What follows belongs to an exercise in optimizing a design on an open flow for small area, a short achievable clock period and few clock cycles per item; a production flow would make more cautious choices.
Function was checked by simulation only, so behaviour that the tests miss may differ from the original.

$ cat flow/design.v
package mhbs_pkg;
  localparam logic [31:0] MIX_MUL       = 32'h5bd1_e995;
  localparam logic [31:0] RESET_SEED    = 32'h1234_abcd;
  localparam logic [3:0]  RESET_SM1     = 4'd1;
  function automatic logic [1:0] mod3_15(logic [3:0] x);
    case (x)
      4'd0: mod3_15 = 2'd0;
      4'd1: mod3_15 = 2'd1;
      4'd2: mod3_15 = 2'd2;
      4'd3: mod3_15 = 2'd0;
      4'd4: mod3_15 = 2'd1;
      4'd5: mod3_15 = 2'd2;
      4'd6: mod3_15 = 2'd0;
      4'd7: mod3_15 = 2'd1;
      4'd8: mod3_15 = 2'd2;
      4'd9: mod3_15 = 2'd0;
      4'd10: mod3_15 = 2'd1;
      4'd11: mod3_15 = 2'd2;
      4'd12: mod3_15 = 2'd0;
      4'd13: mod3_15 = 2'd1;
      4'd14: mod3_15 = 2'd2;
      default: mod3_15 = 2'd0;
    endcase
  endfunction
  function automatic logic [2:0] mod5_15(logic [3:0] x);
    case (x)
      4'd0: mod5_15 = 3'd0;
      4'd1: mod5_15 = 3'd1;
      4'd2: mod5_15 = 3'd2;
      4'd3: mod5_15 = 3'd3;
      4'd4: mod5_15 = 3'd4;
      4'd5: mod5_15 = 3'd0;
      4'd6: mod5_15 = 3'd1;
      4'd7: mod5_15 = 3'd2;
      4'd8: mod5_15 = 3'd3;
      4'd9: mod5_15 = 3'd4;
      4'd10: mod5_15 = 3'd0;
      4'd11: mod5_15 = 3'd1;
      4'd12: mod5_15 = 3'd2;
      4'd13: mod5_15 = 3'd3;
      4'd14: mod5_15 = 3'd4;
      default: mod5_15 = 3'd0;
    endcase
  endfunction
  function automatic logic [3:0] crt12(logic [3:0] x);
    case (x)
      4'd0: crt12 = 4'd0;
      4'd1: crt12 = 4'd4;
      4'd2: crt12 = 4'd8;
      4'd4: crt12 = 4'd9;
      4'd5: crt12 = 4'd1;
      4'd6: crt12 = 4'd5;
      4'd8: crt12 = 4'd6;
      4'd9: crt12 = 4'd10;
      4'd10: crt12 = 4'd2;
      4'd12: crt12 = 4'd3;
      4'd13: crt12 = 4'd7;
      4'd14: crt12 = 4'd11;
      default: crt12 = 4'd0;
    endcase
  endfunction
endpackage
module murmur2_hash_bucket_select (
  input  logic        clk,
  input  logic        rst_n,
  input  logic        in_valid,
  output logic        in_stall,
  input  logic [31:0] in_data_word,
  input  logic [2:0]  in_valid_bytes,
  input  logic        in_last_word,
  input  logic [7:0]  in_key_length,
  output logic        out_valid,
  input  logic        out_stall,
  output logic [3:0]  out_bucket,
  output logic [31:0] out_hash_value,
  input  logic        cfg_valid,
  output logic        cfg_ready,
  input  logic        cfg_index,
  input  logic [31:0] cfg_data
);
  logic [31:0] seed_r;
  logic [3:0]  sm1_r;        
  logic        adv;
  logic        in_acc;
  logic        in_key_r;     
  logic        seen_r;       
  logic [7:0]  klen_r;       
  logic        v0, blk0, tl0, last0, init0, zk0;
  logic [31:0] w0;
  logic [7:0]  len0;
  logic        v1, blk1, tl1, last1, init1, zk1;
  logic [31:0] k1_r;
  logic [7:0]  len1;
  logic        v2, blk2, tl2, last2, init2, zk2;
  logic [31:0] k2_r;
  logic [7:0]  len2;
  logic [31:0] h_r;
  logic        fv, fzk;
  logic [7:0]  flen;
  logic        gv;
  logic [31:0] g_r;
  logic        mv;
  logic [31:0] o_r;
  logic [5:0]  n15_r;
  logic [7:0]  u63_r;
  logic [7:0]  d13_r;
  logic [6:0]  d11_r;
  logic        out_valid_r;
  logic [31:0] out_hash_r;
  logic [3:0]  out_bucket_r;
  assign adv       = !(out_valid_r && out_stall);
  assign in_stall  = !adv;
  assign in_acc    = in_valid && adv;
  assign cfg_ready = 1'b1;
  assign out_valid      = out_valid_r;
  assign out_bucket     = out_bucket_r;
  assign out_hash_value = out_hash_r;
  logic        i_first, i_ne, i_seen, i_blk;
  logic [7:0]  i_len;
  logic [31:0] i_w;
  always_comb begin
    i_first = !in_key_r;
    i_len   = i_first ? in_key_length : klen_r;
    i_ne    = (in_valid_bytes != 3'd0);
    i_blk   = in_valid_bytes[2];
    i_seen  = !i_first && seen_r;
    i_w[7:0]   = in_data_word[7:0];
    i_w[15:8]  = in_data_word[15:8]  & {8{i_blk | in_valid_bytes[1]}};
    i_w[23:16] = in_data_word[23:16] & {8{i_blk | (in_valid_bytes[1:0] == 2'd3)}};
    i_w[31:24] = in_data_word[31:24] & {8{i_blk}};
  end
  always_ff @(posedge clk) begin
    if (!rst_n) begin
      in_key_r <= 1'b0;
      seen_r   <= 1'b0;
      v0       <= 1'b0;
    end else if (adv) begin
      v0 <= in_valid;
      if (in_valid) begin
        in_key_r <= !in_last_word;
        seen_r   <= (i_seen || i_ne) && !in_last_word;
      end
    end
  end
  always_ff @(posedge clk) begin
    if (adv) begin
      if (in_valid && i_first) klen_r <= in_key_length;
      w0    <= i_w;
      blk0  <= i_blk;
      tl0   <= i_ne && !i_blk;
      last0 <= in_last_word;
      init0 <= i_ne && !i_seen;
      zk0   <= !i_ne && in_last_word && !i_seen;
      len0  <= i_len;
    end
  end
  logic [31:0] k1_m, k1_x, k2_m;
  assign k1_x = {k1_r[31:8], k1_r[7:0] ^ k1_r[31:24]};
  mhbs_mulm u_mul_k1 (.x(w0),   .y(k1_m));
  mhbs_mulm u_mul_k2 (.x(k1_x), .y(k2_m));
  always_ff @(posedge clk) begin
    if (!rst_n) begin
      v1 <= 1'b0;
      v2 <= 1'b0;
    end else if (adv) begin
      v1 <= v0;
      v2 <= v1;
    end
  end
  always_ff @(posedge clk) begin
    if (adv) begin
      k1_r  <= blk0 ? k1_m : w0;
      blk1  <= blk0;
      tl1   <= tl0;
      last1 <= last0;
      init1 <= init0;
      zk1   <= zk0;
      len1  <= len0;
      k2_r  <= blk1 ? k2_m : k1_r;
      blk2  <= blk1;
      tl2   <= tl1;
      last2 <= last1;
      init2 <= init1;
      zk2   <= zk1;
      len2  <= len1;
    end
  end
  logic [31:0] sl2, h_in, h_a, h_p, h_n;
  assign sl2  = seed_r ^ {24'b0, len2};
  assign h_in = init2 ? sl2 : h_r;
  assign h_a  = h_in ^ (k2_r & {32{tl2}});
  mhbs_mulm u_mul_h (.x(h_a), .y(h_p));
  assign h_n  = h_p ^ (k2_r & {32{blk2}});
  always_ff @(posedge clk) begin
    if (adv && v2 && (blk2 || tl2)) h_r <= h_n;
  end
  always_ff @(posedge clk) begin
    if (!rst_n) begin
      fv <= 1'b0;
    end else if (adv) begin
      fv <= v2 && last2;
    end
  end
  always_ff @(posedge clk) begin
    if (adv) begin
      fzk  <= zk2;
      flen <= len2;
    end
  end
  logic [31:0] f_h, f_x, f_g;
  assign f_h = fzk ? (seed_r ^ {24'b0, flen}) : h_r;
  assign f_x = f_h ^ (f_h >> 13);
  mhbs_mulm u_mul_f (.x(f_x), .y(f_g));
  always_ff @(posedge clk) begin
    if (!rst_n) begin
      gv          <= 1'b0;
      mv          <= 1'b0;
      out_valid_r <= 1'b0;
    end else if (adv) begin
      gv          <= fv;
      mv          <= gv;
      out_valid_r <= mv;
    end
  end
  logic [31:0] m_o;
  logic [13:0] s14;
  logic [11:0] s12;
  assign m_o = g_r ^ (g_r >> 15);
  mhbs_s14 u_s14 (.x(m_o), .s(s14));    
  mhbs_s12 u_s12 (.x(m_o), .s(s12));    
  logic [5:0] n15;    
  logic [7:0] u63;    
  logic [7:0] d13;    
  logic [6:0] d11;    
  mhbs_n15 u_n15 (.x(s14), .s(n15));   
  mhbs_u63 u_u63 (.x(s14), .s(u63));   
  mhbs_d13 u_d13 (.x(s14), .s(d13));   
  mhbs_d11 u_d11 (.x(s12), .s(d11));   
  logic [4:0] m15;
  logic [3:0] r15;
  logic [6:0] v63;
  logic [5:0] r63;
  logic [1:0] r3;
  logic [2:0] r5, r7;
  logic [3:0] r9, r11, r13;
  logic [3:0] x7;
  logic [4:0] x9;
  logic [5:0] x11, x13;
  logic [3:0] lo;
  logic [2:0] c6;
  logic [3:0] c10, c12, c14;
  logic [3:0] bkt;
  always_comb begin
    lo  = o_r[3:0];
    m15 = 5'(n15_r[3:0]) + 5'(n15_r[5:4]);
    r15 = (m15 >= 5'd15) ? 4'(m15 - 5'd15) : m15[3:0];
    v63 = 7'(u63_r[5:0]) + 7'(u63_r[7:6]);
    r63 = (v63 >= 7'd63) ? 6'(v63 - 7'd63) : v63[5:0];
    r3  = mhbs_pkg::mod3_15(r15);
    r5  = mhbs_pkg::mod5_15(r15);
    x7  = 4'(r63[2:0]) + 4'(r63[5:3]);
    r7  = (x7 >= 4'd14) ? 3'(x7 - 4'd14) : (x7 >= 4'd7) ? 3'(x7 - 4'd7) : x7[2:0];
    x9  = 5'(r63[2:0]) + 5'(3'd7 - r63[5:3]) + 5'd2;
    r9  = (x9 >= 5'd9) ? 4'(x9 - 5'd9) : x9[3:0];
    x13 = 6'(d13_r[3:0]) + 6'(d13_r[7:4]) + {1'b0, d13_r[7:4], 1'b0};
    r13 = (x13 >= 6'd26) ? 4'(x13 - 6'd26) : (x13 >= 6'd13) ? 4'(x13 - 6'd13) : x13[3:0];
    x11 = 6'(d11_r[3:0]) + 6'(d11_r[6:4]) + {1'b0, d11_r[6:4], 2'b0};
    r11 = (x11 >= 6'd33) ? 4'(x11 - 6'd33) : (x11 >= 6'd22) ? 4'(x11 - 6'd22) :
          (x11 >= 6'd11) ? 4'(x11 - 6'd11) : x11[3:0];
    c6  = (r3[0] == lo[0]) ? 3'(r3) : 3'(r3) + 3'd3;
    c10 = (r5[0] == lo[0]) ? 4'(r5) : 4'(r5) + 4'd5;
    c14 = (r7[0] == lo[0]) ? 4'(r7) : 4'(r7) + 4'd7;
    c12 = mhbs_pkg::crt12({lo[1:0], r3});
    case (sm1_r)
      4'd0:    bkt = 4'd0;
      4'd1:    bkt = {3'd0, lo[0]};
      4'd2:    bkt = {2'd0, r3};
      4'd3:    bkt = {2'd0, lo[1:0]};
      4'd4:    bkt = {1'd0, r5};
      4'd5:    bkt = {1'd0, c6};
      4'd6:    bkt = {1'd0, r7};
      4'd7:    bkt = {1'd0, lo[2:0]};
      4'd8:    bkt = r9;
      4'd9:    bkt = c10;
      4'd10:   bkt = r11;
      4'd11:   bkt = c12;
      4'd12:   bkt = r13;
      4'd13:   bkt = c14;
      4'd14:   bkt = r15;
      default: bkt = lo;
    endcase
  end
  always_ff @(posedge clk) begin
    if (adv) begin
      g_r          <= f_g;
      o_r          <= m_o;
      n15_r        <= n15;
      u63_r        <= u63;
      d13_r        <= d13;
      d11_r        <= d11;
      out_hash_r   <= o_r;
      out_bucket_r <= bkt;
    end
  end
  logic [3:0] cfg_sm1;
  always_comb begin
    if (cfg_data[4:0] == 5'd0)                        cfg_sm1 = 4'd0;
    else if (cfg_data[4] && cfg_data[3:0] != 4'd0)    cfg_sm1 = 4'd15;
    else                                              cfg_sm1 = 4'(cfg_data[4:0] - 5'd1);
  end
  always_ff @(posedge clk) begin
    if (!rst_n) begin
      seed_r <= mhbs_pkg::RESET_SEED;
      sm1_r  <= mhbs_pkg::RESET_SM1;
    end else if (cfg_valid) begin
      if (cfg_index) sm1_r  <= cfg_sm1;
      else           seed_r <= cfg_data;
    end
  end
endmodule
module mhbs_fa (
  input  logic a,
  input  logic b,
  input  logic c,
  output logic s,
  output logic co
);
  assign s  = a ^ b ^ c;
  assign co = (a & b) | (a & c) | (b & c);
endmodule
module mhbs_mulm (
  input  logic [31:0] x,
  output logic [31:0] y
);
  logic t1;
  logic t2;
  logic t3;
  logic t4;
  logic t5;
  logic t6;
  logic t7;
  logic t8;
  logic t9;
  logic t10;
  logic t11;
  logic t12;
  logic t13;
  logic t14;
  logic t15;
  logic t16;
  logic t17;
  logic t18;
  logic t19;
  logic t20;
  logic t21;
  logic t22;
  logic t23;
  logic t24;
  logic t25;
  logic t26;
  logic t27;
  logic t28;
  logic t29;
  logic t30;
  logic t31;
  logic t32;
  logic t33;
  logic t34;
  logic t35;
  logic t36;
  logic t37;
  logic t38;
  logic t39;
  logic t40;
  logic t41;
  logic t42;
  logic t43;
  logic t44;
  logic t45;
  logic t46;
  logic t47;
  logic t48;
  logic t49;
  logic t50;
  logic t51;
  logic t52;
  logic t53;
  logic t54;
  logic t55;
  logic t56;
  logic t57;
  logic t58;
  logic t59;
  logic t60;
  logic t61;
  logic t62;
  logic t63;
  logic t64;
  logic t65;
  logic t66;
  logic t67;
  logic t68;
  logic t69;
  logic t70;
  logic t71;
  logic t72;
  logic t73;
  logic t74;
  logic t75;
  logic t76;
  logic t77;
  logic t78;
  logic t79;
  logic t80;
  logic t81;
  logic t82;
  logic t83;
  logic t84;
  logic t85;
  logic t86;
  logic t87;
  logic t88;
  logic t89;
  logic t90;
  logic t91;
  logic t92;
  logic t93;
  logic t94;
  logic t95;
  logic t96;
  logic t97;
  logic t98;
  logic t99;
  logic t100;
  logic t101;
  logic t102;
  logic t103;
  logic t104;
  logic t105;
  logic t106;
  logic t107;
  logic t108;
  logic t109;
  logic t110;
  logic t111;
  logic t112;
  logic t113;
  logic t114;
  logic t115;
  logic t116;
  logic t117;
  logic t118;
  logic t119;
  logic t120;
  logic t121;
  logic t122;
  logic t123;
  logic t124;
  logic t125;
  logic t126;
  logic t127;
  logic t128;
  logic t129;
  logic t130;
  logic t131;
  logic t132;
  logic t133;
  logic t134;
  logic t135;
  logic t136;
  logic t137;
  logic t138;
  logic t139;
  logic t140;
  logic t141;
  logic t142;
  logic t143;
  logic t144;
  logic t145;
  logic t146;
  logic t147;
  logic t148;
  logic t149;
  logic t150;
  logic t151;
  logic t152;
  logic t153;
  logic t154;
  logic t155;
  logic t156;
  logic t157;
  logic t158;
  logic t159;
  logic t160;
  logic t161;
  logic t162;
  logic t163;
  logic t164;
  logic t165;
  logic t166;
  logic t167;
  logic t168;
  logic t169;
  logic t170;
  logic t171;
  logic t172;
  logic t173;
  logic t174;
  logic t175;
  logic t176;
  logic t177;
  logic t178;
  logic t179;
  logic t180;
  logic t181;
  logic t182;
  logic t183;
  logic t184;
  logic t185;
  logic t186;
  logic t187;
  logic t188;
  logic t189;
  logic t190;
  logic t191;
  logic t192;
  logic t193;
  logic t194;
  logic t195;
  logic t196;
  logic t197;
  logic t198;
  logic t199;
  logic t200;
  logic t201;
  logic t202;
  logic t203;
  logic t204;
  logic t205;
  logic t206;
  logic t207;
  logic t208;
  logic t209;
  logic t210;
  logic t211;
  logic t212;
  logic t213;
  logic t214;
  logic t215;
  logic t216;
  logic t217;
  logic t218;
  logic t219;
  logic t220;
  logic t221;
  logic t222;
  logic t223;
  logic t224;
  logic t225;
  logic t226;
  logic t227;
  logic t228;
  logic t229;
  logic t230;
  logic t231;
  logic t232;
  logic t233;
  logic t234;
  logic t235;
  logic t236;
  logic t237;
  logic t238;
  logic t239;
  logic t240;
  logic t241;
  logic t242;
  logic t243;
  logic t244;
  logic t245;
  logic t246;
  logic t247;
  logic t248;
  logic t249;
  logic t250;
  logic t251;
  logic t252;
  logic t253;
  logic t254;
  logic t255;
  logic t256;
  logic t257;
  logic t258;
  logic t259;
  logic t260;
  logic t261;
  logic t262;
  logic t263;
  logic t264;
  logic t265;
  logic t266;
  logic t267;
  logic t268;
  logic t269;
  logic t270;
  logic t271;
  logic t272;
  logic t273;
  logic t274;
  logic t275;
  logic t276;
  logic t277;
  logic t278;
  logic t279;
  logic t280;
  logic t281;
  logic t282;
  logic t283;
  logic t284;
  logic t285;
  logic t286;
  logic t287;
  logic t288;
  logic t289;
  logic t290;
  logic t291;
  logic t292;
  logic t293;
  logic t294;
  logic t295;
  logic t296;
  logic t297;
  logic t298;
  logic t299;
  logic t300;
  logic t301;
  logic t302;
  logic t303;
  logic t304;
  logic t305;
  logic t306;
  logic t307;
  logic t308;
  logic t309;
  logic t310;
  logic t311;
  logic t312;
  logic t313;
  logic t314;
  logic t315;
  mhbs_fa u_fa1 (.a(x[4]), .b(x[2]), .c(x[0]), .s(t1), .co(t2));
  mhbs_fa u_fa2 (.a(x[5]), .b(x[3]), .c(x[1]), .s(t3), .co(t4));
  mhbs_fa u_fa3 (.a(x[6]), .b(x[4]), .c(x[2]), .s(t5), .co(t6));
  mhbs_fa u_fa4 (.a(x[7]), .b(x[5]), .c(x[3]), .s(t7), .co(t8));
  mhbs_fa u_fa5 (.a(x[8]), .b(x[6]), .c(x[4]), .s(t9), .co(t10));
  mhbs_fa u_fa6 (.a(x[9]), .b(x[7]), .c(x[5]), .s(t11), .co(t12));
  mhbs_fa u_fa7 (.a(x[10]), .b(x[8]), .c(x[6]), .s(t13), .co(t14));
  mhbs_fa u_fa8 (.a(x[11]), .b(x[9]), .c(x[7]), .s(t15), .co(t16));
  mhbs_fa u_fa9 (.a(x[2]), .b(x[0]), .c(~x[4]), .s(t17), .co(t18));
  mhbs_fa u_fa10 (.a(x[12]), .b(x[10]), .c(x[8]), .s(t19), .co(t20));
  mhbs_fa u_fa11 (.a(x[3]), .b(x[1]), .c(~x[5]), .s(t21), .co(t22));
  mhbs_fa u_fa12 (.a(x[13]), .b(x[11]), .c(x[9]), .s(t23), .co(t24));
  mhbs_fa u_fa13 (.a(x[14]), .b(x[12]), .c(x[10]), .s(t27), .co(t28));
  mhbs_fa u_fa14 (.a(x[5]), .b(x[3]), .c(~x[7]), .s(t29), .co(t30));
  mhbs_fa u_fa15 (.a(x[15]), .b(x[13]), .c(x[11]), .s(t31), .co(t32));
  mhbs_fa u_fa16 (.a(x[6]), .b(x[4]), .c(~x[8]), .s(t33), .co(t34));
  mhbs_fa u_fa17 (.a(x[16]), .b(x[14]), .c(x[12]), .s(t35), .co(t36));
  mhbs_fa u_fa18 (.a(x[7]), .b(x[5]), .c(~x[9]), .s(t37), .co(t38));
  mhbs_fa u_fa19 (.a(x[17]), .b(x[15]), .c(x[13]), .s(t39), .co(t40));
  mhbs_fa u_fa20 (.a(x[8]), .b(x[6]), .c(x[0]), .s(t41), .co(t42));
  mhbs_fa u_fa21 (.a(x[18]), .b(x[16]), .c(x[14]), .s(t43), .co(t44));
  mhbs_fa u_fa22 (.a(x[9]), .b(x[7]), .c(x[1]), .s(t45), .co(t46));
  mhbs_fa u_fa23 (.a(x[19]), .b(x[17]), .c(x[15]), .s(t47), .co(t48));
  mhbs_fa u_fa24 (.a(x[10]), .b(x[8]), .c(x[2]), .s(t49), .co(t50));
  mhbs_fa u_fa25 (.a(x[20]), .b(x[18]), .c(x[16]), .s(t51), .co(t52));
  mhbs_fa u_fa26 (.a(x[11]), .b(x[9]), .c(x[3]), .s(t53), .co(t54));
  mhbs_fa u_fa27 (.a(~x[0]), .b(x[13]), .c(x[7]), .s(t55), .co(t56));
  mhbs_fa u_fa28 (.a(x[21]), .b(x[19]), .c(x[17]), .s(t57), .co(t58));
  mhbs_fa u_fa29 (.a(x[12]), .b(x[10]), .c(x[4]), .s(t59), .co(t60));
  mhbs_fa u_fa30 (.a(~x[1]), .b(x[14]), .c(x[8]), .s(t61), .co(t62));
  mhbs_fa u_fa31 (.a(x[22]), .b(x[20]), .c(x[18]), .s(t63), .co(t64));
  mhbs_fa u_fa32 (.a(x[13]), .b(x[11]), .c(x[5]), .s(t65), .co(t66));
  mhbs_fa u_fa33 (.a(x[23]), .b(x[21]), .c(x[19]), .s(t69), .co(t70));
  mhbs_fa u_fa34 (.a(x[14]), .b(x[12]), .c(x[6]), .s(t71), .co(t72));
  mhbs_fa u_fa35 (.a(~x[3]), .b(x[16]), .c(x[10]), .s(t73), .co(t74));
  mhbs_fa u_fa36 (.a(x[24]), .b(x[22]), .c(x[20]), .s(t75), .co(t76));
  mhbs_fa u_fa37 (.a(x[15]), .b(x[13]), .c(x[7]), .s(t77), .co(t78));
  mhbs_fa u_fa38 (.a(~x[4]), .b(x[17]), .c(x[11]), .s(t79), .co(t80));
  mhbs_fa u_fa39 (.a(x[25]), .b(x[23]), .c(x[21]), .s(t81), .co(t82));
  mhbs_fa u_fa40 (.a(x[16]), .b(x[14]), .c(x[8]), .s(t83), .co(t84));
  mhbs_fa u_fa41 (.a(~x[5]), .b(x[18]), .c(x[12]), .s(t85), .co(t86));
  mhbs_fa u_fa42 (.a(x[26]), .b(x[24]), .c(x[22]), .s(t87), .co(t88));
  mhbs_fa u_fa43 (.a(x[17]), .b(x[15]), .c(x[9]), .s(t89), .co(t90));
  mhbs_fa u_fa44 (.a(x[13]), .b(x[4]), .c(x[0]), .s(t93), .co(t94));
  mhbs_fa u_fa45 (.a(x[27]), .b(x[25]), .c(x[23]), .s(t95), .co(t96));
  mhbs_fa u_fa46 (.a(x[18]), .b(x[16]), .c(x[10]), .s(t97), .co(t98));
  mhbs_fa u_fa47 (.a(~x[7]), .b(x[20]), .c(x[14]), .s(t99), .co(t100));
  mhbs_fa u_fa48 (.a(x[28]), .b(x[26]), .c(x[24]), .s(t101), .co(t102));
  mhbs_fa u_fa49 (.a(x[19]), .b(x[17]), .c(x[11]), .s(t103), .co(t104));
  mhbs_fa u_fa50 (.a(~x[8]), .b(x[21]), .c(x[15]), .s(t105), .co(t106));
  mhbs_fa u_fa51 (.a(x[29]), .b(x[27]), .c(x[25]), .s(t107), .co(t108));
  mhbs_fa u_fa52 (.a(x[20]), .b(x[18]), .c(x[12]), .s(t109), .co(t110));
  mhbs_fa u_fa53 (.a(x[16]), .b(x[7]), .c(x[3]), .s(t113), .co(t114));
  mhbs_fa u_fa54 (.a(x[30]), .b(x[28]), .c(x[26]), .s(t115), .co(t116));
  mhbs_fa u_fa55 (.a(x[21]), .b(x[19]), .c(x[13]), .s(t117), .co(t118));
  mhbs_fa u_fa56 (.a(~x[10]), .b(x[23]), .c(x[17]), .s(t119), .co(t120));
  mhbs_fa u_fa57 (.a(x[8]), .b(x[4]), .c(x[1]), .s(t121), .co(t122));
  mhbs_fa u_fa58 (.a(t8), .b(t9), .c(~x[1]), .s(t129), .co(t130));
  mhbs_fa u_fa59 (.a(t10), .b(t11), .c(x[0]), .s(t131), .co(t132));
  mhbs_fa u_fa60 (.a(t12), .b(t13), .c(x[1]), .s(t133), .co(t134));
  mhbs_fa u_fa61 (.a(t14), .b(t15), .c(t17), .s(t135), .co(t136));
  mhbs_fa u_fa62 (.a(t16), .b(t18), .c(t19), .s(t137), .co(t138));
  mhbs_fa u_fa63 (.a(t20), .b(t22), .c(t23), .s(t139), .co(t140));
  mhbs_fa u_fa64 (.a(~t25), .b(x[6]), .c(x[0]), .s(t141), .co(t142));
  mhbs_fa u_fa65 (.a(t24), .b(t26), .c(t27), .s(t143), .co(t144));
  mhbs_fa u_fa66 (.a(t28), .b(t30), .c(t31), .s(t145), .co(t146));
  mhbs_fa u_fa67 (.a(t32), .b(t34), .c(t35), .s(t147), .co(t148));
  mhbs_fa u_fa68 (.a(t36), .b(t38), .c(t39), .s(t149), .co(t150));
  mhbs_fa u_fa69 (.a(~t41), .b(x[10]), .c(x[4]), .s(t151), .co(t152));
  mhbs_fa u_fa70 (.a(t40), .b(t42), .c(t43), .s(t153), .co(t154));
  mhbs_fa u_fa71 (.a(~t45), .b(x[11]), .c(x[5]), .s(t155), .co(t156));
  mhbs_fa u_fa72 (.a(t44), .b(t46), .c(t47), .s(t157), .co(t158));
  mhbs_fa u_fa73 (.a(~t49), .b(x[12]), .c(x[6]), .s(t159), .co(t160));
  mhbs_fa u_fa74 (.a(t48), .b(t50), .c(t51), .s(t161), .co(t162));
  mhbs_fa u_fa75 (.a(t52), .b(t54), .c(t57), .s(t163), .co(t164));
  mhbs_fa u_fa76 (.a(~t59), .b(t56), .c(t61), .s(t165), .co(t166));
  mhbs_fa u_fa77 (.a(t58), .b(t60), .c(t63), .s(t167), .co(t168));
  mhbs_fa u_fa78 (.a(t65), .b(t67), .c(~t62), .s(t169), .co(t170));
  mhbs_fa u_fa79 (.a(t64), .b(t66), .c(t68), .s(t171), .co(t172));
  mhbs_fa u_fa80 (.a(t69), .b(t71), .c(~t73), .s(t173), .co(t174));
  mhbs_fa u_fa81 (.a(t70), .b(t72), .c(t75), .s(t175), .co(t176));
  mhbs_fa u_fa82 (.a(~t77), .b(t74), .c(t79), .s(t177), .co(t178));
  mhbs_fa u_fa83 (.a(t76), .b(t78), .c(t81), .s(t179), .co(t180));
  mhbs_fa u_fa84 (.a(~t83), .b(t80), .c(t85), .s(t181), .co(t182));
  mhbs_fa u_fa85 (.a(t82), .b(t84), .c(t87), .s(t183), .co(t184));
  mhbs_fa u_fa86 (.a(t89), .b(t91), .c(~t86), .s(t185), .co(t186));
  mhbs_fa u_fa87 (.a(t88), .b(t90), .c(t92), .s(t187), .co(t188));
  mhbs_fa u_fa88 (.a(t95), .b(t97), .c(~t94), .s(t189), .co(t190));
  mhbs_fa u_fa89 (.a(t99), .b(x[5]), .c(x[1]), .s(t191), .co(t192));
  mhbs_fa u_fa90 (.a(t96), .b(t98), .c(t101), .s(t193), .co(t194));
  mhbs_fa u_fa91 (.a(~t103), .b(t100), .c(t105), .s(t195), .co(t196));
  mhbs_fa u_fa92 (.a(t102), .b(t104), .c(t107), .s(t197), .co(t198));
  mhbs_fa u_fa93 (.a(t109), .b(t111), .c(~t106), .s(t199), .co(t200));
  mhbs_fa u_fa94 (.a(t108), .b(t110), .c(t112), .s(t201), .co(t202));
  mhbs_fa u_fa95 (.a(t115), .b(t117), .c(~t114), .s(t203), .co(t204));
  mhbs_fa u_fa96 (.a(t130), .b(t131), .c(~x[2]), .s(t208), .co(t209));
  mhbs_fa u_fa97 (.a(t132), .b(t133), .c(~x[3]), .s(t210), .co(t211));
  mhbs_fa u_fa98 (.a(t136), .b(t137), .c(t21), .s(t212), .co(t213));
  mhbs_fa u_fa99 (.a(t138), .b(t139), .c(~t141), .s(t214), .co(t215));
  mhbs_fa u_fa100 (.a(t140), .b(t143), .c(t29), .s(t216), .co(t217));
  mhbs_fa u_fa101 (.a(t144), .b(t145), .c(t33), .s(t218), .co(t219));
  mhbs_fa u_fa102 (.a(t146), .b(t147), .c(t37), .s(t220), .co(t221));
  mhbs_fa u_fa103 (.a(t148), .b(t149), .c(~t151), .s(t222), .co(t223));
  mhbs_fa u_fa104 (.a(t150), .b(t153), .c(~t152), .s(t224), .co(t225));
  mhbs_fa u_fa105 (.a(t154), .b(t157), .c(~t156), .s(t226), .co(t227));
  mhbs_fa u_fa106 (.a(t158), .b(t161), .c(t53), .s(t228), .co(t229));
  mhbs_fa u_fa107 (.a(t162), .b(t163), .c(~t165), .s(t230), .co(t231));
  mhbs_fa u_fa108 (.a(t164), .b(t167), .c(t169), .s(t232), .co(t233));
  mhbs_fa u_fa109 (.a(t166), .b(x[9]), .c(x[0]), .s(t234), .co(t235));
  mhbs_fa u_fa110 (.a(t168), .b(t170), .c(t171), .s(t236), .co(t237));
  mhbs_fa u_fa111 (.a(t172), .b(t174), .c(t175), .s(t238), .co(t239));
  mhbs_fa u_fa112 (.a(t176), .b(t179), .c(~t178), .s(t240), .co(t241));
  mhbs_fa u_fa113 (.a(t180), .b(t183), .c(t185), .s(t242), .co(t243));
  mhbs_fa u_fa114 (.a(t184), .b(t186), .c(t187), .s(t244), .co(t245));
  mhbs_fa u_fa115 (.a(t188), .b(t190), .c(t193), .s(t246), .co(t247));
  mhbs_fa u_fa116 (.a(t192), .b(t195), .c(x[6]), .s(t248), .co(t249));
  mhbs_fa u_fa117 (.a(t194), .b(t197), .c(t199), .s(t250), .co(t251));
  mhbs_fa u_fa118 (.a(t196), .b(t113), .c(x[0]), .s(t252), .co(t253));
  mhbs_fa u_fa119 (.a(t198), .b(t200), .c(t201), .s(t254), .co(t255));
  mhbs_fa u_fa120 (.a(~t203), .b(t119), .c(t121), .s(t256), .co(t257));
  mhbs_fa u_fa121 (.a(t211), .b(t134), .c(t135), .s(t259), .co(t260));
  mhbs_fa u_fa122 (.a(t215), .b(t216), .c(~t142), .s(t261), .co(t262));
  mhbs_fa u_fa123 (.a(t217), .b(t218), .c(~x[2]), .s(t263), .co(t264));
  mhbs_fa u_fa124 (.a(t219), .b(t220), .c(~x[3]), .s(t265), .co(t266));
  mhbs_fa u_fa125 (.a(t223), .b(t224), .c(~t155), .s(t267), .co(t268));
  mhbs_fa u_fa126 (.a(t225), .b(t226), .c(~t159), .s(t269), .co(t270));
  mhbs_fa u_fa127 (.a(t227), .b(t228), .c(~t160), .s(t271), .co(t272));
  mhbs_fa u_fa128 (.a(t231), .b(t232), .c(~t234), .s(t273), .co(t274));
  mhbs_fa u_fa129 (.a(t233), .b(t236), .c(t173), .s(t275), .co(t276));
  mhbs_fa u_fa130 (.a(t237), .b(t238), .c(~t177), .s(t277), .co(t278));
  mhbs_fa u_fa131 (.a(t239), .b(t240), .c(~t181), .s(t279), .co(t280));
  mhbs_fa u_fa132 (.a(t241), .b(t242), .c(~t182), .s(t281), .co(t282));
  mhbs_fa u_fa133 (.a(t243), .b(t244), .c(t189), .s(t283), .co(t284));
  mhbs_fa u_fa134 (.a(t245), .b(t246), .c(~t248), .s(t285), .co(t286));
  mhbs_fa u_fa135 (.a(t247), .b(t250), .c(~t249), .s(t287), .co(t288));
  mhbs_fa u_fa136 (.a(t251), .b(t254), .c(~t253), .s(t289), .co(t290));
  mhbs_fa u_fa137 (.a(t266), .b(t221), .c(t222), .s(t292), .co(t293));
  mhbs_fa u_fa138 (.a(t270), .b(t271), .c(~t55), .s(t294), .co(t295));
  mhbs_fa u_fa139 (.a(t272), .b(t229), .c(t230), .s(t296), .co(t297));
  mhbs_fa u_fa140 (.a(t274), .b(t275), .c(~t235), .s(t298), .co(t299));
  mhbs_fa u_fa141 (.a(t276), .b(t277), .c(~x[2]), .s(t300), .co(t301));
  mhbs_fa u_fa142 (.a(t278), .b(t279), .c(~x[3]), .s(t302), .co(t303));
  mhbs_fa u_fa143 (.a(t280), .b(t281), .c(~t93), .s(t304), .co(t305));
  mhbs_fa u_fa144 (.a(t282), .b(t283), .c(~t191), .s(t306), .co(t307));
  mhbs_fa u_fa145 (.a(t284), .b(t285), .c(~x[2]), .s(t308), .co(t309));
  mhbs_fa u_fa146 (.a(t286), .b(t287), .c(~t252), .s(t310), .co(t311));
  mhbs_fa u_fa147 (.a(t288), .b(t289), .c(~t256), .s(t312), .co(t313));
  always_comb begin
    t25 = ~(x[4] ^ x[2]);
    t26 = x[4] | x[2];
    t67 = ~(x[2] ^ ~x[15]);
    t68 = x[2] | ~x[15];
    t91 = ~(x[6] ^ ~x[19]);
    t92 = x[6] | ~x[19];
    t111 = ~(x[9] ^ ~x[22]);
    t112 = x[9] | ~x[22];
    t123 = x[31] ^ x[29] ^ x[27];
    t124 = x[22] ^ x[20] ^ x[14];
    t125 = x[11] ^ x[0] ^ ~x[24];
    t126 = x[18] ^ x[9] ^ x[5];
    t127 = ~(t6 ^ t7);
    t128 = t6 | t7;
    t205 = t116 ^ t118 ^ t123;
    t206 = t124 ^ t125 ^ ~t120;
    t207 = t122 ^ t126 ^ x[2];
    t258 = t202 ^ t204 ^ t205;
    t291 = t255 ^ t258 ^ t206;
    t314 = t290 ^ t291 ^ ~t257;
    t315 = t313 ^ t314 ^ ~t207;
    y = {t315,t311,t309,t307,t305,t303,t301,t299,t298,t297,t295,t294,t268,t293,t292,t264,t262,t261,t213,t260,t259,t209,t208,t128,t127,t4,t2,t1,x[3],x[2],x[1],x[0]} + {1'b0,t312,t310,t308,t306,t304,t302,t300,~x[1],t273,t296,1'b0,t269,t267,1'b0,t265,t263,~x[1],t214,t212,1'b0,t210,1'b0,t129,~x[0],t5,t3,1'b0,x[1],x[0],1'b0,1'b0};
  end
endmodule
module mhbs_s14 (
  input  logic [31:0] x,
  output logic [13:0] s
);
  logic u1;
  logic u2;
  logic u3;
  logic u4;
  logic u5;
  logic u6;
  logic u7;
  logic u8;
  logic u9;
  logic u10;
  logic u11;
  logic u12;
  logic u13;
  logic u14;
  logic u15;
  logic u16;
  logic u17;
  logic u18;
  logic u19;
  logic u20;
  logic u21;
  logic u22;
  logic u23;
  logic u24;
  mhbs_fa u_fa1 (.a(x[25]), .b(x[13]), .c(x[1]), .s(u3), .co(u4));
  mhbs_fa u_fa2 (.a(x[26]), .b(x[14]), .c(x[2]), .s(u5), .co(u6));
  mhbs_fa u_fa3 (.a(x[27]), .b(x[15]), .c(x[3]), .s(u7), .co(u8));
  mhbs_fa u_fa4 (.a(x[28]), .b(x[16]), .c(x[4]), .s(u9), .co(u10));
  mhbs_fa u_fa5 (.a(x[29]), .b(x[17]), .c(x[5]), .s(u11), .co(u12));
  mhbs_fa u_fa6 (.a(x[30]), .b(x[18]), .c(x[6]), .s(u13), .co(u14));
  mhbs_fa u_fa7 (.a(x[31]), .b(x[19]), .c(x[7]), .s(u15), .co(u16));
  always_comb begin
    u1 = x[24] ^ x[12];
    u2 = x[24] & x[12];
    u17 = x[20] ^ x[8];
    u18 = x[20] & x[8];
    u19 = x[21] ^ x[9];
    u20 = x[21] & x[9];
    u21 = x[22] ^ x[10];
    u22 = x[22] & x[10];
    u23 = x[23] ^ x[11];
    u24 = x[23] & x[11];
    s = {1'b0,u24,u22,u20,u18,u16,u14,u12,u10,u8,u6,u4,u2,u1} + {1'b0,1'b0,u23,u21,u19,u17,u15,u13,u11,u9,u7,u5,u3,x[0]};
  end
endmodule
module mhbs_s12 (
  input  logic [31:0] x,
  output logic [11:0] s
);
  logic u1;
  logic u2;
  logic u3;
  logic u4;
  logic u5;
  logic u6;
  logic u7;
  logic u8;
  logic u9;
  logic u10;
  logic u11;
  logic u12;
  logic u13;
  logic u14;
  logic u15;
  logic u16;
  logic u17;
  logic u18;
  logic u19;
  logic u20;
  logic u21;
  logic u22;
  logic u23;
  logic u24;
  logic u25;
  logic u26;
  logic u27;
  logic u28;
  logic u29;
  logic u30;
  logic u31;
  logic u32;
  logic u33;
  logic u34;
  logic u35;
  logic u36;
  logic u37;
  logic u38;
  logic u39;
  logic u40;
  mhbs_fa u_fa1 (.a(x[31]), .b(x[21]), .c(x[11]), .s(u3), .co(u4));
  mhbs_fa u_fa2 (.a(x[1]), .b(u3), .c(u2), .s(u23), .co(u24));
  mhbs_fa u_fa3 (.a(x[2]), .b(u5), .c(u4), .s(u25), .co(u26));
  mhbs_fa u_fa4 (.a(x[3]), .b(u7), .c(u6), .s(u27), .co(u28));
  mhbs_fa u_fa5 (.a(x[4]), .b(u9), .c(u8), .s(u29), .co(u30));
  mhbs_fa u_fa6 (.a(x[5]), .b(u11), .c(u10), .s(u31), .co(u32));
  mhbs_fa u_fa7 (.a(x[6]), .b(u13), .c(u12), .s(u33), .co(u34));
  mhbs_fa u_fa8 (.a(x[7]), .b(u15), .c(u14), .s(u35), .co(u36));
  mhbs_fa u_fa9 (.a(x[8]), .b(u17), .c(u16), .s(u37), .co(u38));
  mhbs_fa u_fa10 (.a(x[9]), .b(u19), .c(u18), .s(u39), .co(u40));
  always_comb begin
    u1 = x[30] ^ x[20];
    u2 = x[30] & x[20];
    u5 = x[22] ^ x[12];
    u6 = x[22] & x[12];
    u7 = x[23] ^ x[13];
    u8 = x[23] & x[13];
    u9 = x[24] ^ x[14];
    u10 = x[24] & x[14];
    u11 = x[25] ^ x[15];
    u12 = x[25] & x[15];
    u13 = x[26] ^ x[16];
    u14 = x[26] & x[16];
    u15 = x[27] ^ x[17];
    u16 = x[27] & x[17];
    u17 = x[28] ^ x[18];
    u18 = x[28] & x[18];
    u19 = x[29] ^ x[19];
    u20 = x[29] & x[19];
    u21 = x[10] ^ x[0];
    u22 = x[10] & x[0];
    s = {1'b0,u40,u38,u36,u34,u32,u30,u28,u26,u24,u22,u21} + {1'b0,u20,u39,u37,u35,u33,u31,u29,u27,u25,u23,u1};
  end
endmodule
module mhbs_n15 (
  input  logic [13:0] x,
  output logic [5:0] s
);
  logic u1;
  logic u2;
  logic u3;
  logic u4;
  logic u5;
  logic u6;
  logic u7;
  logic u8;
  logic u9;
  logic u10;
  logic u11;
  logic u12;
  logic u13;
  logic u14;
  logic u15;
  logic u16;
  mhbs_fa u_fa1 (.a(x[13]), .b(x[9]), .c(x[5]), .s(u3), .co(u4));
  mhbs_fa u_fa2 (.a(x[1]), .b(u3), .c(u2), .s(u11), .co(u12));
  mhbs_fa u_fa3 (.a(x[2]), .b(u5), .c(u4), .s(u13), .co(u14));
  mhbs_fa u_fa4 (.a(x[3]), .b(u7), .c(u6), .s(u15), .co(u16));
  always_comb begin
    u1 = x[12] ^ x[8];
    u2 = x[12] & x[8];
    u5 = x[10] ^ x[6];
    u6 = x[10] & x[6];
    u7 = x[11] ^ x[7];
    u8 = x[11] & x[7];
    u9 = x[4] ^ x[0];
    u10 = x[4] & x[0];
    s = {1'b0,u16,u14,u12,u10,u9} + {1'b0,u8,u15,u13,u11,u1};
  end
endmodule
module mhbs_u63 (
  input  logic [13:0] x,
  output logic [7:0] s
);
  logic u1;
  logic u2;
  logic u3;
  logic u4;
  logic u5;
  logic u6;
  logic u7;
  logic u8;
  logic u9;
  logic u10;
  logic u11;
  logic u12;
  mhbs_fa u_fa1 (.a(x[13]), .b(x[7]), .c(x[1]), .s(u3), .co(u4));
  always_comb begin
    u1 = x[12] ^ x[6];
    u2 = x[12] & x[6];
    u5 = x[8] ^ x[2];
    u6 = x[8] & x[2];
    u7 = x[9] ^ x[3];
    u8 = x[9] & x[3];
    u9 = x[10] ^ x[4];
    u10 = x[10] & x[4];
    u11 = x[11] ^ x[5];
    u12 = x[11] & x[5];
    s = {1'b0,u12,u10,u8,u6,u4,u2,u1} + {1'b0,1'b0,u11,u9,u7,u5,u3,x[0]};
  end
endmodule
module mhbs_d13 (
  input  logic [13:0] x,
  output logic [7:0] s
);
  logic u1;
  logic u2;
  logic u3;
  logic u4;
  logic u5;
  logic u6;
  logic u7;
  logic u8;
  logic u9;
  logic u10;
  logic u11;
  logic u12;
  logic u13;
  logic u14;
  mhbs_fa u_fa1 (.a(~x[7]), .b(x[1]), .c(u1), .s(u5), .co(u6));
  mhbs_fa u_fa2 (.a(~x[8]), .b(x[2]), .c(u2), .s(u7), .co(u8));
  always_comb begin
    u1 = ~x[13];
    u2 = x[13];
    u3 = x[12] ^ ~x[6];
    u4 = x[12] & ~x[6];
    u9 = ~x[9] ^ x[3];
    u10 = ~x[9] & x[3];
    u11 = ~x[10] ^ x[4];
    u12 = ~x[10] & x[4];
    u13 = ~x[11] ^ x[5];
    u14 = ~x[11] & x[5];
    s = {1'b0,u14,u12,u10,u8,u6,u4,u3} + {1'b0,1'b0,u13,u11,u9,u7,u5,x[0]};
  end
endmodule
module mhbs_d11 (
  input  logic [11:0] x,
  output logic [6:0] s
);
  logic u1;
  logic u2;
  logic u3;
  logic u4;
  logic u5;
  logic u6;
  logic u7;
  logic u8;
  logic u9;
  logic u10;
  logic u11;
  logic u12;
  mhbs_fa u_fa1 (.a(~x[6]), .b(x[1]), .c(u1), .s(u5), .co(u6));
  mhbs_fa u_fa2 (.a(~x[7]), .b(x[2]), .c(u2), .s(u7), .co(u8));
  always_comb begin
    u1 = ~x[11];
    u2 = x[11];
    u3 = x[10] ^ ~x[5];
    u4 = x[10] & ~x[5];
    u9 = ~x[8] ^ x[3];
    u10 = ~x[8] & x[3];
    u11 = ~x[9] ^ x[4];
    u12 = ~x[9] & x[4];
    s = {1'b0,u12,u10,u8,u6,u4,u3} + {1'b0,1'b0,u11,u9,u7,u5,x[0]};
  end
endmodule
$ cat flow/run.sh
#!/bin/bash
# synth_recipe.tcl (not shown) runs the flow's synth.tcl, then flattens the netlist and writes it again
# the make line also repeats each setting of config.mk as NAME=value (left out here)
make -C /OpenROAD-flow-scripts/flow DESIGN_CONFIG=/design/flow/config.mk WORK_HOME=/design/flow/orfs CLKGATE_MAP_FILE= SYNTH_SCRIPT=/design/flow/synth_recipe.tcl finish
$ cat flow/config.mk
export PLATFORM = sky130hd
export DESIGN_NAME = murmur2_hash_bucket_select
export DESIGN_NICKNAME = murmur2_hash_bucket_select
export VERILOG_FILES = /design/flow/design.v
export SDC_FILE = /design/flow/constraint.sdc
export NUM_CORES = 4
export LEC_CHECK = 0
export CAP_MARGIN = 20
export CORE_MARGIN = 2
export CORE_UTILIZATION = 60
export SETUP_SLACK_MARGIN = 3
export SLEW_MARGIN = 20
export SYNTH_HIERARCHICAL = 1
export SYNTH_MINIMUM_KEEP_SIZE = 0
$ cat flow/constraint.sdc
create_clock -name core_clock -period 9.0 [get_ports {clk}]
set_input_delay 1.8000 -clock core_clock [delete_from_list [all_inputs] [get_ports {clk}]]
set_output_delay 1.8000 -clock core_clock [all_outputs]
set_load 0.01 [all_outputs]
==> results.ini, run 1 <==
[min_path]
min_path_cells = 0
holdCritStartpoint = o_r[25]$_DFFE_PN_
hold_class = reg2reg

[clock_tree]
clk_pin_slew_ns = 0.07
clockBufferDepth = 3
cts-root-buf = clkbuf_16
cts_hold_buf = 0
worstSkewPairLatency_ns = 0.60
cts_inserted_buffers = 44
h-tree-depth = 2
cts_tree = done
cts_num_sinks = 358

[placed_design]
dpl.cell_count = 4275
io_buffers = 119
place_congestion = 0.961
dpl.hpwl_um = 83100
pre_cts_slack_ns = 1.96
dpl_cell_area_um2 = 41700

[layout]
fin_nets = 4565
fin_util = 0.697
fin_cells = 4494
design_area_um2 = 45000
fillers = 4681
drive_above_1_share = 0.140
mostFrequentLayoutCells = fa_1 (627), inv_1 (329), edfxtp_1 (313), nand2_1 (251), ha_1 (241)
mostFrequentLayoutCell = fa_1
synthToLayoutAreaGrowth_pct = 14.8

[grt]
grt_max_degree = 89
grt_pass1_wl_um = 164000
gr-total-overflow = 0
antenna_found_initial = 1
first_global_vias = 28300
track_usage = 0.323

[setup_path]
cp_slowest_cell = fa_1
crit_chain = buf_4 -> buf_4 -> mux2i_1 -> xor2_2 -> fa_1 -> fa_1 -> fa_1 -> fa_1 -> fa_1 -> ha_1 -> or3_2 -> nor3_2 -> o21ai_0 -> xnor2_1 -> xnor2_1
r2r-start = init2$_DFFE_PN_
worstPathRequired_ns = 9.34
worstPathMaxFanout = 11
worst_ep_arrival_time_ns = 6.23
end_kind = flop
rr_worst_depth = 15
cp_common_cell = fa_1
cp-start-kind = flop
startpoint = init2$_DFFE_PN_
critical_path.max_stage_delay_ns = 0.55
worstSetupPathType = reg2reg

[sta]
fin_setup_tns_ns = 0
fin_ws_ns = 3.10
fin_crit_ns = 5.90
relSlewSlack = 0.303
setup_violations = 0
finalHoldWorstSlack_ns = 0.412
fmax_ghz = 0.170
post-route-period-util = 0.655
drv_slew = 0
rsz0062_at_grt = true
skew_ns = 0.0363
worst_pin_slew_ns = 1.05
hold_viol_final = 0

[detailed_routing]
drt-vias-per-instance = 5.98
met2_wirelength_um = 52800
drtPass1Iterations = 5
route.vias.total = 26900
wl_met1_um = 41800
routed_wl_um = 106000
drc = 0
ant_nets = 0
drt-initial-drc-count = 2110
met3_length_um = 6840
highest_layer = met4
drt-wirelength-per-cell_um = 23.5

[synth]
synth_seq_area_share = 0.263
syn_area_per_cell_um2 = 11.8
synth_top_area_share = 0.324
synth_cells = 3325
synth-simple-area-share = 0.0840
synth_nets = 4289
synthesis.area_um2 = 39200
synth_xor_area_frac = 0.0834
synth_warnings = 14
synth-async-reset-ratio = 0
synth_compound_area_frac = 0.0884
synth_mux_area_frac = 0.0373
synth_top_area_cell = fa_1
synth-edff-count = 313
synth_fa_ha_area_frac = 0.404
netlist-cell-type-count = 102
synthTopCellsByArea = fa_1 (32%), edfxtp_1 (24%), ha_1 (7.9%), xnor2_1 (5.6%), inv_1 (3.2%)
synth_top_family_by_area = adder cells
ys_seq_elements = 358
synthFlopType = edfxtp_1

[die]
die_h_um = 260
io_pins = 121
die-area_um2 = 67400
num_rows = 93
initial_core_util = 0.608
coreArea_um2 = 64500
die-width_um = 260

[job]
maxCapViolations = 0

[outcome]
status = timing/DRC/antenna clean

==> layer usage <==
| metal | vias up | GRT usage |
|---|---|---|
| met5 | - | 0 |
| met4 | 0 | 0.120 |
| met3 | 205 | 0.0540 |
| met1 | 13800 | 0.426 |
| met2 | 972 | 0.539 |
| li1 | 11900 | - |
==> synthesized netlist by cell type, types with 9 or more instances <==
cell	n
a211o_1	9
a211oi_1	18
a21boi_0	31
a21o_1	26
a21oi_1	129
a221oi_1	11
a31oi_1	12
and2_1	26
buf_1	11
buf_4	9
clkbuf_1	40
dfxtp_1	45
edfxtp_1	313
fa_1	634
ha_1	248
inv_1	336
mux2_2	88
mux2i_1	47
nand2_1	252
nand2b_1	20
nand3_1	65
nand3b_1	10
nand4_1	27
nor2_1	129
nor2b_1	45
nor3_1	33
o21a_1	12
o21ai_0	78
o21bai_1	23
or2_2	9
or3_1	9
xnor2_1	249
xor2_1	124
==> cell type report <==
cell class                      count  area (um2)  area share
Sequential cell                   358       10300       0.229
Antenna cell                        3        7.51    0.000167
Clock buffer                       52        1200      0.0267
Timing Repair Buffer              298        2660      0.0591
Inverter                          338        1290      0.0287
Clock inverter                     29         253     0.00562
Multi-Input combinational cell   2561       28200       0.627
Tap cell                          855        1070      0.0238
==> worst paths after layout <==
check	to	slack, ns
max	h_r[31]$_DFFE_PP_	3.10
min	out_hash_r[25]$_DFFE_PN_	0.41
max reg2reg	h_r[31]$_DFFE_PP_	3.10
min reg2reg	out_hash_r[25]$_DFFE_PN_	0.41
==> modules after synthesis (local to each module, per instance), a selection <==
| module | flip-flops and latches | cell area, um2 | copies in the design | cells |
|---|---|---|---|---|
| mhbs_mulm | 0 | 1760 | 4 | 267 |
| mhbs_u63 | 0 | 333 | 1 | 41 |
| mhbs_fa | 0 | 20.0 | 614 | 1 |
| mhbs_s12 | 0 | 627 | 1 | 77 |
| mhbs_d11 | 0 | 285 | 1 | 36 |
| mhbs_d13 | 0 | 357 | 1 | 47 |
| murmur2_hash_bucket_select | 358 | 17400 | 1 | 1339 |
==> flip-flops by register name, summed over array words and instances, names as in the netlist, 7 cells and up <==
name and cells:
klen_r 8, len2 8, len0 8, flen 8, out_hash_r 32, len1 8, d11_r 7, w0 32
k1_r 32, h_r 32, k2_r 32, d13_r 8, o_r 32, seed_r 32, u63_r 8, g_r 32
==> critical path: cells and delay by family, from the launching register on <==
family | cells | cell delay [ns]
fa+ha+maj | 6 | 2.74
simple gates | 2 | 0.72
flops | 1 | 0.40
compound gates | 1 | 0.14
mux | 1 | 0.51
xor+xnor | 3 | 0.76
buf+inv | 2 | 0.36
==> timing repair <==
item / CTS / global route
endpoints found under the setup margin: 40 / 28
resized for setup: 39 / 86
pin swaps: 13 / 17
setup buffers: 31 / 104
hold endpoints to repair: 0 / 0
==> cells by family after synthesis <==
logic type,Yosys count
fa+ha+maj,884
simple gates,681
compound gates,487
buf+inv,406
xor+xnor,373
flops,358
mux,135
other cells,1
Testbench counts, summed over its fixed seeds: cycles 19,770, keys 3,000.
==> run 2, diff against run 1 <==
--- a/flow/config.mk
+++ b/flow/config.mk
@@ -9,5 +9,5 @@
 export CORE_MARGIN = 2
 export CORE_UTILIZATION = 60
-export SETUP_SLACK_MARGIN = 3
+export SETUP_SLACK_MARGIN = 2.75
 export SLEW_MARGIN = 20
 export SYNTH_HIERARCHICAL = 1
==> run 2 against run 1 <==
Count of clock-buffer cells in the layout fell by 2. Wire length fell by 1.6%. Sequential share of layout area rose by 0.43 points. Still clean on timing, DRC and antenna. Highest routed layer is now met5. Non-clock buffer count fell by 35. Area after synthesis did not move. Register-to-register slack got worse by 0.18 ns.
==> results.ini, run 2 <==
[layout]
mostFrequentLayoutCells = fa_1 (632), inv_1 (333), edfxtp_1 (313), nand2_1 (251), ha_1 (248)  ; was fa_1 (627), inv_1 (329), edfxtp_1 (313), nand2_1 (251), ha_1 (241)
drive_above_1_share = 0.116  ; was 0.140
fin_nets = 4530  ; was 4565
synthToLayoutAreaGrowth_pct = 12.7  ; was 14.8%
mostFrequentLayoutCell = fa_1  ; unchanged
fillers = 4761  ; was 4681
fin_cells = 4457  ; was 4494

[placed_design]
dpl.hpwl_um = 82900  ; was 83100 um
io_buffers = 119  ; unchanged
place_congestion = 0.937  ; was 0.961
dpl.cell_count = 4277  ; was 4275

[clock_tree]
h-tree-depth = 2  ; unchanged
cts_hold_buf = 0  ; unchanged
cts-root-buf = clkbuf_16  ; unchanged
cts_tree = done  ; unchanged
cts_num_sinks = 358  ; unchanged
worstSkewPairLatency_ns = 0.59  ; was 0.60 ns
clk_pin_slew_ns = 0.06  ; was 0.07 ns
cts_inserted_buffers = 44  ; unchanged
clockBufferDepth = 3  ; unchanged

[sta]
hold_viol_final = 0  ; unchanged
fin_setup_tns_ns = 0  ; unchanged
drv_slew = 0  ; unchanged
relSlewSlack = 0.313  ; was 0.303
fin_crit_ns = 6.07  ; was 5.90 ns
worst_pin_slew_ns = 1.03  ; was 1.05 ns
setup_violations = 0  ; unchanged
fmax_ghz = 0.165  ; was 0.170 GHz
rsz0062_at_grt = false  ; was true
skew_ns = 0.0214  ; was 0.0363 ns
post-route-period-util = 0.675  ; was 0.655

[setup_path]
worstSetupPathType = reg2reg  ; unchanged
worstPathRequired_ns = 9.34  ; about the same
r2r-start = init2$_DFFE_PN_  ; unchanged
rr_worst_depth = 14  ; was 15
cp-start-kind = flop  ; unchanged
worstPathMaxFanout = 12  ; was 11
worst_ep_arrival_time_ns = 6.41  ; was 6.23 ns
end_kind = flop  ; unchanged
r2r_slack_ns = 2.93  ; was 3.10 ns
crit_end = h_r[31]$_DFFE_PP_  ; unchanged
rr_endpoint = h_r[31]$_DFFE_PP_  ; unchanged
startpoint = init2$_DFFE_PN_  ; unchanged

[die]
num_rows = 93  ; unchanged
coreArea_um2 = 64500  ; unchanged
die-width_um = 260  ; unchanged
die_h_um = 260  ; unchanged
io_pins = 121  ; unchanged
die-area_um2 = 67400  ; unchanged
initial_core_util = 0.608  ; unchanged

[synth]
ys_seq_elements = 358  ; unchanged
synthFlopType = edfxtp_1  ; unchanged
synthesis.area_um2 = 39200  ; unchanged
synth_warnings = 14  ; unchanged
synth_mux_area_frac = 0.0373  ; unchanged
syn_area_per_cell_um2 = 11.8  ; unchanged
synth-edff-count = 313  ; unchanged
synth_xor_area_frac = 0.0834  ; unchanged
synthTopCellsByArea = fa_1 (32%), edfxtp_1 (24%), ha_1 (7.9%), xnor2_1 (5.6%), inv_1 (3.2%)  ; unchanged
synth_top_area_cell = fa_1  ; unchanged
yosys.cell_count.top_type = fa_1  ; unchanged
synth-simple-area-share = 0.0840  ; unchanged
netlist-cell-type-count = 102  ; unchanged
synth_seq_area_share = 0.263  ; unchanged
synth_fa_ha_area_frac = 0.404  ; unchanged
synth-async-reset-ratio = 0  ; unchanged
synth_cells = 3325  ; unchanged
synth_compound_area_frac = 0.0884  ; unchanged
synth_nets = 4289  ; unchanged
yosys-top-cells-count = fa_1 (634), inv_1 (336), edfxtp_1 (313)  ; unchanged
synth_top_family_by_area = adder cells  ; unchanged
synth_top_area_share = 0.324  ; unchanged

[grt]
grt_pass1_wl_um = 160000  ; was 164000 um
track_usage = 0.316  ; was 0.323
antenna_found_initial = 3  ; was 1
grt_max_degree = 93  ; was 89
first_global_vias = 27700  ; was 28300
gr-total-overflow = 0  ; unchanged

[min_path]
hold_class = reg2reg  ; unchanged
min_path_cells = 0  ; unchanged

[detailed_routing]
routed_wl_um = 104000  ; was 106000 um
drtPass1Iterations = 6  ; was 5
drc = 0  ; unchanged
ant_nets = 0  ; unchanged
highest_layer = met5  ; was met4
drt-initial-drc-count = 1980  ; was 2110
drt-wirelength-per-cell_um = 23.4  ; was 23.5 um
wl_met1_um = 41300  ; was 41800 um
drt-vias-per-instance = 5.97  ; was 5.98
route.vias.total = 26600  ; was 26900
met2_wirelength_um = 51900  ; was 52800 um
met3_length_um = 7080  ; was 6840 um

[job]
maxCapViolations = 0  ; unchanged

[outcome]
status = timing/DRC/antenna clean  ; unchanged

[run 2: what timing repair did]
action,in CTS,in global routing
buffers inserted,13,85
gates resized for setup,18,30
pin swaps,3,10
endpoints found under the setup margin,30,21
[run 2: routing by layer]
layer	up-vias	track usage
met5	-	0
met4	4	0.108
met3	190	0.0485
met2	982	0.537
met1	13700	0.418
li1	11800	-
[run 2: critical path, cell delays in order (launching register included)]
cell      delay (ns)
edfxtp_1        0.46
buf_4           0.27
mux2i_1         0.49
xor2_1          0.64
fa_1            0.54
fa_1            0.53
fa_1            0.45
fa_1            0.56
fa_1            0.44
ha_1            0.26
or3_2           0.52
nor3_1          0.21
o21ai_0         0.15
xnor2_1         0.21
xnor2_1         0.10
[run 2: layout make-up]
class / instances / area (um2) / area share
Multi-Input combinational cell: 2561 / 27800 / 0.629
Sequential cell: 358 / 10300 / 0.233
Timing Repair Buffer: 263 / 2320 / 0.0525
Inverter: 338 / 1280 / 0.0290
Clock buffer: 50 / 1120 / 0.0255
Tap cell: 855 / 1070 / 0.0242
Clock inverter: 30 / 292 / 0.00661
Antenna cell: 2 / 5.00 / 0.000113
[run 2: cells by family after synthesis]
family | Yosys count
buf+inv | 406
flops | 358
xor+xnor | 373
fa+ha+maj | 884
mux | 135
simple gates | 681
other cells | 1
compound gates | 487
[run 2: worst min-delay path by stage]
stage	from	endpoint	slack [ns]
6_report	len1[6]$_DFFE_PN_	len2[6]$_DFFE_PN_	0.41
5_1_grt	zk0$_DFFE_PN_	zk1$_DFFE_PN_	0.42
4_1_cts	len1[6]$_DFFE_PN_	len2[6]$_DFFE_PN_	0.40
3_5_place_dp	o_r[13]$_DFFE_PN_	out_hash_r[13]$_DFFE_PN_	0.40
3_3_place_gp	o_r[29]$_DFFE_PN_	out_hash_r[29]$_DFFE_PN_	0.40
2_1_floorplan	zk2$_DFFE_PN_	fzk$_DFFE_PN_	0.40
[run 2: metrics by stage]
step	hold slack (ns)	area, um2	worst slack, ns	util
global placement	0.404	41600	1.89	0.645
finish	0.412	44100	2.93	0.685
global route	0.416	44100	2.70	0.685
CTS	0.401	43300	2.71	0.671
floorplan	0.400	39300	2.75	-
detailed placement	0.405	41600	1.80	0.645
[run 2: per-module statistics from Yosys (local to each module, per instance)]
module / cells / copies in the design / flops+latches / cell area (um2)
mhbs_n15: 21 / 1 / 0 / 209
mhbs_d13: 47 / 1 / 0 / 357
mhbs_fa: 1 / 614 / 0 / 20.0
mhbs_s12: 77 / 1 / 0 / 627
mhbs_d11: 36 / 1 / 0 / 285
mhbs_u63: 41 / 1 / 0 / 333
mhbs_s14: 82 / 1 / 0 / 646
mhbs_mulm: 267 / 4 / 0 / 1760
murmur2_hash_bucket_select: 1339 / 1 / 358 / 17400

[afterwards: timing with drivers on the ports]
How much do the figures lean on ideal ports? The routed layouts below were timed once more, with nothing changed but the port constraints.
Step 1 (the two cells are an assumption about what drives the block):
set clk [get_ports {clk}]
set_driving_cell -lib_cell sky130_fd_sc_hd__clkbuf_16 $clk
set_driving_cell -lib_cell sky130_fd_sc_hd__buf_2 [delete_from_list [all_inputs] $clk]
Step 2 moves the port delays by t, midway between the first and last clock arrival at a register: inputs arrive t later, outputs are due t later. That takes back most of the time a late clock gives input paths.
a / b / c = no drivers / after step 1 / after step 2; a / b = the first two.
| run | t (ns) | setup WS [ns] | clock arrival spread, ns | pins driven straight from the clock port |
|---|---|---|---|---|
| run 1 | 0.645 | 3.104 / 3.104 / 3.104 | 0.039 / 0.039 | 1 |
| run 2 | 0.647 | 2.925 / 2.925 / 2.925 | 0.022 / 0.022 | 1 |
After both steps setup and hold are still met in every run listed.
